Context: an optimization exercise on an open-source flow, tuned for small area and a short achievable clock period. The choices shown serve that exercise and are no tape-out recipe. Function was checked by simulation only, so behaviour that the tests miss may differ from the original. Power figures rest on the tool's default switching activity, not on a simulated workload.

==> willow: inputs <==
==> flow/design.v <==
package lsu_pkg;
  localparam int ILEN           = 32;
  localparam int EXCEPTION_SIZE = 16;
  localparam logic [4:0] OPC_LOAD  = 5'b00000;
  localparam logic [4:0] OPC_STORE = 5'b01000;
  localparam logic [2:0] F3_B  = 3'b000;
  localparam logic [2:0] F3_H  = 3'b001;
  localparam logic [2:0] F3_W  = 3'b010;
  localparam logic [2:0] F3_BU = 3'b100;
  localparam logic [2:0] F3_HU = 3'b101;
  typedef struct packed {
    logic       is_load;
    logic [2:0] func3;
    logic [1:0] offset;
  } lsu_load_info_t;
endpackage
module lsu_req
(
  input  logic                                clk,
  input  logic                                rstn,
  input  logic                                ex_stall,
  input  logic                                id_bubble,
  input  logic                                pipe_flush,
  input  logic [lsu_pkg::ILEN          -1:0]  id_instr,
  input  logic [lsu_pkg::EXCEPTION_SIZE-1:0]  id_exception,
  input  logic [31:0]                         opa,
  input  logic [31:0]                         opb,
  output logic                                lsu_bubble,
  output logic [lsu_pkg::EXCEPTION_SIZE-1:0]  lsu_exception,
  output logic                                req_ld,
  output logic [3:0]                          req_we,
  output logic [7:0]                          lo,
  output logic [15:0]                         hi,
  output logic [1:0]                          req_off,
  output logic [2:0]                          req_f3,
  output logic [31:0]                         req_d
);
  logic [4:0]  opcode;
  logic [2:0]  func3;
  logic        is_load;
  logic        is_store;
  logic        accept;
  logic [8:0]  adr_ld;
  logic [8:0]  adr_st;
  logic [7:0]  lo_ld, lo_st;
  logic [15:0] hi_ld, hi_st;
  logic [1:0]  off;
  logic        accepted;
  logic        sw;
  logic [3:0]  be;
  logic [31:0] wd;
  assign opcode   = id_instr[6:2];
  assign func3    = id_instr[14:12];
  assign is_load  = (opcode == lsu_pkg::OPC_LOAD);
  assign is_store = (opcode == lsu_pkg::OPC_STORE);
  assign accept   = !ex_stall && !id_bubble && !pipe_flush &&
                    !(|id_exception) && (is_load || is_store);
  assign adr_ld   = opa[8:0] + opb[8:0];
  assign adr_st   = opa[8:0] + {id_instr[28:25], id_instr[11:7]};
  assign off      = is_store ? adr_st[1:0] : adr_ld[1:0];
  always_comb
  begin
    for (int i = 0; i < 8; i++)
    begin
      lo_ld[i] = (adr_ld[4:2] == 3'(i));
      lo_st[i] = (adr_st[4:2] == 3'(i));
    end
    for (int i = 0; i < 16; i++)
    begin
      hi_ld[i] = (adr_ld[8:5] == 4'(i));
      hi_st[i] = (adr_st[8:5] == 4'(i));
    end
  end
  assign sw       = func3[1];
  assign be[0] = sw || (off == 2'd0);
  assign be[1] = sw || (off == 2'd1) || (func3[0] && off == 2'd0);
  assign be[2] = sw || (off == 2'd2) || (func3[0] && off == 2'd1);
  assign be[3] = sw || (off == 2'd3) || (func3[0] && off == 2'd2);
  assign wd[ 7: 0] = opb[7:0];
  assign wd[15: 8] = (!sw && off == 2'd1) ? opb[7:0] : opb[15:8];
  assign wd[23:16] = sw ? opb[23:16] : (off == 2'd1) ? opb[15:8] : opb[7:0];
  assign wd[31:24] = sw ? opb[31:24] : (off == 2'd2) ? opb[15:8] : opb[7:0];
  always_ff @(posedge clk, negedge rstn)
    if (!rstn)
    begin
      req_ld   <= 1'b0;
      req_we   <= '0;
      accepted <= 1'b0;
    end
    else
    begin
      req_ld <= accept && is_load;
      req_we <= {4{accept && is_store}} & be;
      if (!ex_stall)
        accepted <= accept;
    end
  assign lsu_bubble = !accepted;
  assign lo = is_store ? lo_st : lo_ld;
  assign hi = is_store ? hi_st : hi_ld;
  always_ff @(posedge clk)
  begin
    req_off <= off;
    req_f3  <= func3;
    req_d   <= wd;
  end
  always_ff @(posedge clk, negedge rstn)
    if (!rstn)
      lsu_exception <= '0;
    else if (!ex_stall)
      lsu_exception <= id_exception;
endmodule
module lsu_load_align
(
  input  logic        clk,
  input  logic        rstn,
  input  logic        req_ld,
  input  logic [1:0]  req_off,
  input  logic [2:0]  req_f3,
  input  logic [31:0] q0,
  input  logic [31:0] q1,
  output logic [31:0] lsu_r,
  output logic        lsu_r_valid
);
  logic        ld_q;
  logic [2:0]  f3_q;
  logic [1:0]  off_q;
  logic [31:0] s;
  logic [31:0] result;
  always_ff @(posedge clk, negedge rstn)
    if (!rstn)
    begin
      ld_q        <= 1'b0;
      lsu_r_valid <= 1'b0;
    end
    else
    begin
      ld_q        <= req_ld;
      lsu_r_valid <= ld_q;
    end
  always_ff @(posedge clk)
  begin
    f3_q  <= req_f3;
    off_q <= req_off;
  end
  assign s = (q0 | q1) >> {off_q, 3'b000};
  always_comb
    case (f3_q)
      lsu_pkg::F3_B  : result = 32'($signed(s[7:0]));
      lsu_pkg::F3_BU : result = 32'(s[7:0]);
      lsu_pkg::F3_H  : result = 32'($signed(s[15:0]));
      lsu_pkg::F3_HU : result = 32'(s[15:0]);
      default        : result = s;
    endcase
  always_ff @(posedge clk)
    lsu_r <= result;
endmodule
module dmem_sram
(
  input  logic        clk,
  input  logic [3:0]  we,
  input  logic [7:0]  lo,
  input  logic [15:0] hi,
  input  logic [31:0] d,
  output logic [31:0] q0,
  output logic [31:0] q1
);
  dmem_half u_half0 (
    .clk (clk),
    .we  (we),
    .lo  (lo),
    .hi  (hi[7:0]),
    .d   (d),
    .q   (q0)
  );
  dmem_half u_half1 (
    .clk (clk),
    .we  (we),
    .lo  (lo),
    .hi  (hi[15:8]),
    .d   (d),
    .q   (q1)
  );
endmodule
module dmem_half
(
  input  logic        clk,
  input  logic [3:0]  we,
  input  logic [7:0]  lo,
  input  logic [7:0]  hi,
  input  logic [31:0] d,
  output logic [31:0] q
);
  logic [63:0][31:0] mem;
  logic [7:0][3:0]   hw_n;
  logic [63:0][3:0]  en;
  logic [31:0][7:0]  grp;
  logic [31:0]       rd;
  logic [1:0][7:0]   lo_q;
  logic [7:0]        lo_n_q;
  logic [7:0]        hi_q;
  dmem_reg8 u_hi_r (
    .clk (clk),
    .d   (hi),
    .q   (hi_q)
  );
  dmem_reg8 u_lo_n_r (
    .clk (clk),
    .d   (~lo),
    .q   (lo_n_q)
  );
  for (genvar c = 0; c < 2; c++)
  begin : g_lo
    dmem_reg8 u_lo_r (
      .clk (clk),
      .d   (lo),
      .q   (lo_q[c])
    );
  end
  for (genvar j = 0; j < 8; j++)
  begin : g_hw
    assign hw_n[j] = ~({4{hi_q[j]}} & we);
  end
  for (genvar w = 0; w < 64; w++)
  begin : g_word
    for (genvar k = 0; k < 4; k++)
    begin : g_en
      dmem_nor2 u_en (
        .a (lo_n_q[w % 8]),
        .b (hw_n[w / 8][k]),
        .y (en[w][k])
      );
    end
    for (genvar k = 0; k < 4; k++)
    begin : g_lane
      always_ff @(posedge clk)
        if (en[w][k])
          mem[w][8*k +: 8] <= d[8*k +: 8];
    end
  end
  for (genvar b = 0; b < 32; b++)
  begin : g_bit
    for (genvar j = 0; j < 8; j++)
    begin : g_grp
      dmem_sel8 u_sel (
        .a ({mem[8*j+7][b], mem[8*j+6][b], mem[8*j+5][b], mem[8*j+4][b],
             mem[8*j+3][b], mem[8*j+2][b], mem[8*j+1][b], mem[8*j][b]}),
        .s (lo_q[b / 16]),
        .y (grp[b][j])
      );
    end
    dmem_sel8 u_grp (
      .a (grp[b]),
      .s (hi_q),
      .y (rd[b])
    );
  end
  always_ff @(posedge clk)
    q <= rd;
endmodule
module dmem_sel8
(
  input  logic [7:0] a,
  input  logic [7:0] s,
  output logic       y
);
  assign y = |(a & s);
endmodule
module dmem_nor2
(
  input  logic a,
  input  logic b,
  output logic y
);
  assign y = ~(a | b);
endmodule
module dmem_reg8
(
  input  logic       clk,
  input  logic [7:0] d,
  output logic [7:0] q
);
  always_ff @(posedge clk)
    q <= d;
endmodule
module lsu_top
#(
  parameter int XLEN      = 32,
  parameter int MEM_WORDS = 128
)
(
  input  logic                      clk,
  input  logic                      rstn,
  input  logic                      ex_stall,
  input  logic                      id_bubble,
  input  logic                      pipe_flush,
  input  logic [lsu_pkg::ILEN          -1:0] id_instr,
  input  logic [lsu_pkg::EXCEPTION_SIZE-1:0] id_exception,
  input  logic [XLEN          -1:0] opa,
  input  logic [XLEN          -1:0] opb,
  output logic                      lsu_bubble,
  output logic [lsu_pkg::EXCEPTION_SIZE-1:0] lsu_exception,
  output logic [XLEN          -1:0] lsu_r,
  output logic                      lsu_r_valid
);
  logic        req_ld;
  logic [3:0]  req_we;
  logic [7:0]  lo;
  logic [15:0] hi;
  logic [1:0]  req_off;
  logic [2:0]  req_f3;
  logic [31:0] req_d;
  logic [31:0] q0;
  logic [31:0] q1;
  lsu_req u_lsu_req (
    .clk           (clk),
    .rstn          (rstn),
    .ex_stall      (ex_stall),
    .id_bubble     (id_bubble),
    .pipe_flush    (pipe_flush),
    .id_instr      (id_instr),
    .id_exception  (id_exception),
    .opa           (opa),
    .opb           (opb),
    .lsu_bubble    (lsu_bubble),
    .lsu_exception (lsu_exception),
    .req_ld        (req_ld),
    .req_we        (req_we),
    .lo            (lo),
    .hi            (hi),
    .req_off       (req_off),
    .req_f3        (req_f3),
    .req_d         (req_d)
  );
  dmem_sram u_dmem_sram (
    .clk (clk),
    .we  (req_we),
    .lo  (lo),
    .hi  (hi),
    .d   (req_d),
    .q0  (q0),
    .q1  (q1)
  );
  lsu_load_align u_lsu_load_align (
    .clk         (clk),
    .rstn        (rstn),
    .req_ld      (req_ld),
    .req_off     (req_off),
    .req_f3      (req_f3),
    .q0          (q0),
    .q1          (q1),
    .lsu_r       (lsu_r),
    .lsu_r_valid (lsu_r_valid)
  );
endmodule
==> flow/run.sh <==
#!/bin/bash
# synth_recipe.tcl (not shown) runs the flow's synth.tcl, then flattens the netlist and writes it again
# the make line also repeats each setting of config.mk as NAME=value (left out here)
make -C /OpenROAD-flow-scripts/flow DESIGN_CONFIG=/design/flow/config.mk WORK_HOME=/design/flow/orfs CLKGATE_MAP_FILE= SYNTH_SCRIPT=/design/flow/synth_recipe.tcl finish
==> flow/config.mk <==
export PLATFORM = sky130hd
export DESIGN_NAME = lsu_top
export DESIGN_NICKNAME = lsu_top
export VERILOG_FILES = /design/flow/design.v
export SDC_FILE = /design/flow/constraint.sdc
export NUM_CORES = 4
export LEC_CHECK = 0
export CAP_MARGIN = 20
export CELL_PAD_IN_SITES_DETAIL_PLACEMENT = 1
export CORE_MARGIN = 2
export CORE_UTILIZATION = 42
export CTS_CLUSTER_DIAMETER = 90
export CTS_CLUSTER_SIZE = 25
export PLACE_DENSITY = 0.55
export SETUP_SLACK_MARGIN = 2.6
export SLEW_MARGIN = 20
export SYNTH_HIERARCHICAL = 1
==> flow/constraint.sdc <==
create_clock -name core_clock -period 5.0 [get_ports {clk}]
set_input_delay 1.0000 -clock core_clock [delete_from_list [all_inputs] [get_ports {clk}]]
set_output_delay 1.0000 -clock core_clock [all_outputs]
set_load 0.01 [all_outputs]
==> pepper (differences from willow) <==
==> flow/flow/run.sh (new file) <==
#!/bin/bash
# The standard layout (standard.sh, unchanged synthesis and steps) with two
# changes to how the layout is made:
#  - CTS puts tree buffers at most 200 um apart (CTS_BUF_DISTANCE), which
#    gives this design's clock tree less insertion delay than the default;
#  - the port buffers start as buf_4 (BUFFER_PORTS_ARGS) instead of the slow
#    delay cell buffer_ports picks by default.
# make's full output goes to standard.log here; each ORFS step keeps its own
# log under orfs/logs/.
set -euo pipefail
export CTS_BUF_DISTANCE=200
export BUFFER_PORTS_ARGS="-buffer_cell sky130_fd_sc_hd__buf_4"
bash standard.sh > standard.log 2>&1
==> flow/standard.sh (new file) <==
#!/bin/bash
# synth_recipe.tcl (not shown) runs the flow's synth.tcl, then flattens the netlist and writes it again
# the make line also repeats each setting of config.mk as NAME=value (left out here)
make -C /OpenROAD-flow-scripts/flow DESIGN_CONFIG=/design/flow/config.mk WORK_HOME=/design/flow/orfs CLKGATE_MAP_FILE= SYNTH_SCRIPT=/design/flow/synth_recipe.tcl "${@:-finish}"
removed: flow/run.sh
==> run_results.csv <==
group,metric,value,unit
power,p_leak,0.0492,uW
finish,multi_input_area,27200,um^2
global_route,grt_start_max_net_pins,113,
outcome,status,"timing/DRC/antenna clean",
power,switching_share,27.9,%
finish,layout_common_cells,"edfxtp_1 (4,096), a22oi_1 (2,267), nand4_1 (578)",
route,highest_layer,"met5",
(the above is from willow)
==> run_results.csv <==
group,metric,value,unit
outcome,status,"timing/DRC/antenna clean",
global_route,grt_start_max_net_pins,129,
finish,dominant_cells,"registers",
power,switching_share,27.5,%
finish,multi_input_area,26700,um^2
place,dpl_worst_slack,0.590,ns
floorplanning,dieArea,370000,um^2
power,p_leak,0.0490,uW
finish,layout_common_cells,"edfxtp_1 (4,096), a22oi_1 (2,260), nand4_1 (578)",
(the above is from pepper)

==> what the ideal ports hide <==
The results above use ideal ports. As a check the final layouts listed here were re-extracted and re-timed, cells and wires unchanged. Step 1 assumes that a clkbuf_16 drives the clock port and a buf_2 every other input. Step 2 also shifts input and output timing later by t, the mid clock arrival at the registers, as if the neighbouring blocks saw the same clock. a / b / c = ideal / step 1 / step 2; a / b = the first two.
run	shift t [ns]	setup slack, ns	hold slack, ns	cell pins on the clock port's net
willow	1.042	2.432 / 2.378 / 1.461	0.167 / 0.087 / 0.338	1
pepper	0.981	2.398 / 2.425 / 1.475	0.055 / -0.025 / 0.334	1
After both steps every run listed still meets setup and hold. For willow, which loses most, drivers alone change the setup slack by -0.054 ns; drivers and shift together by -0.971 ns.
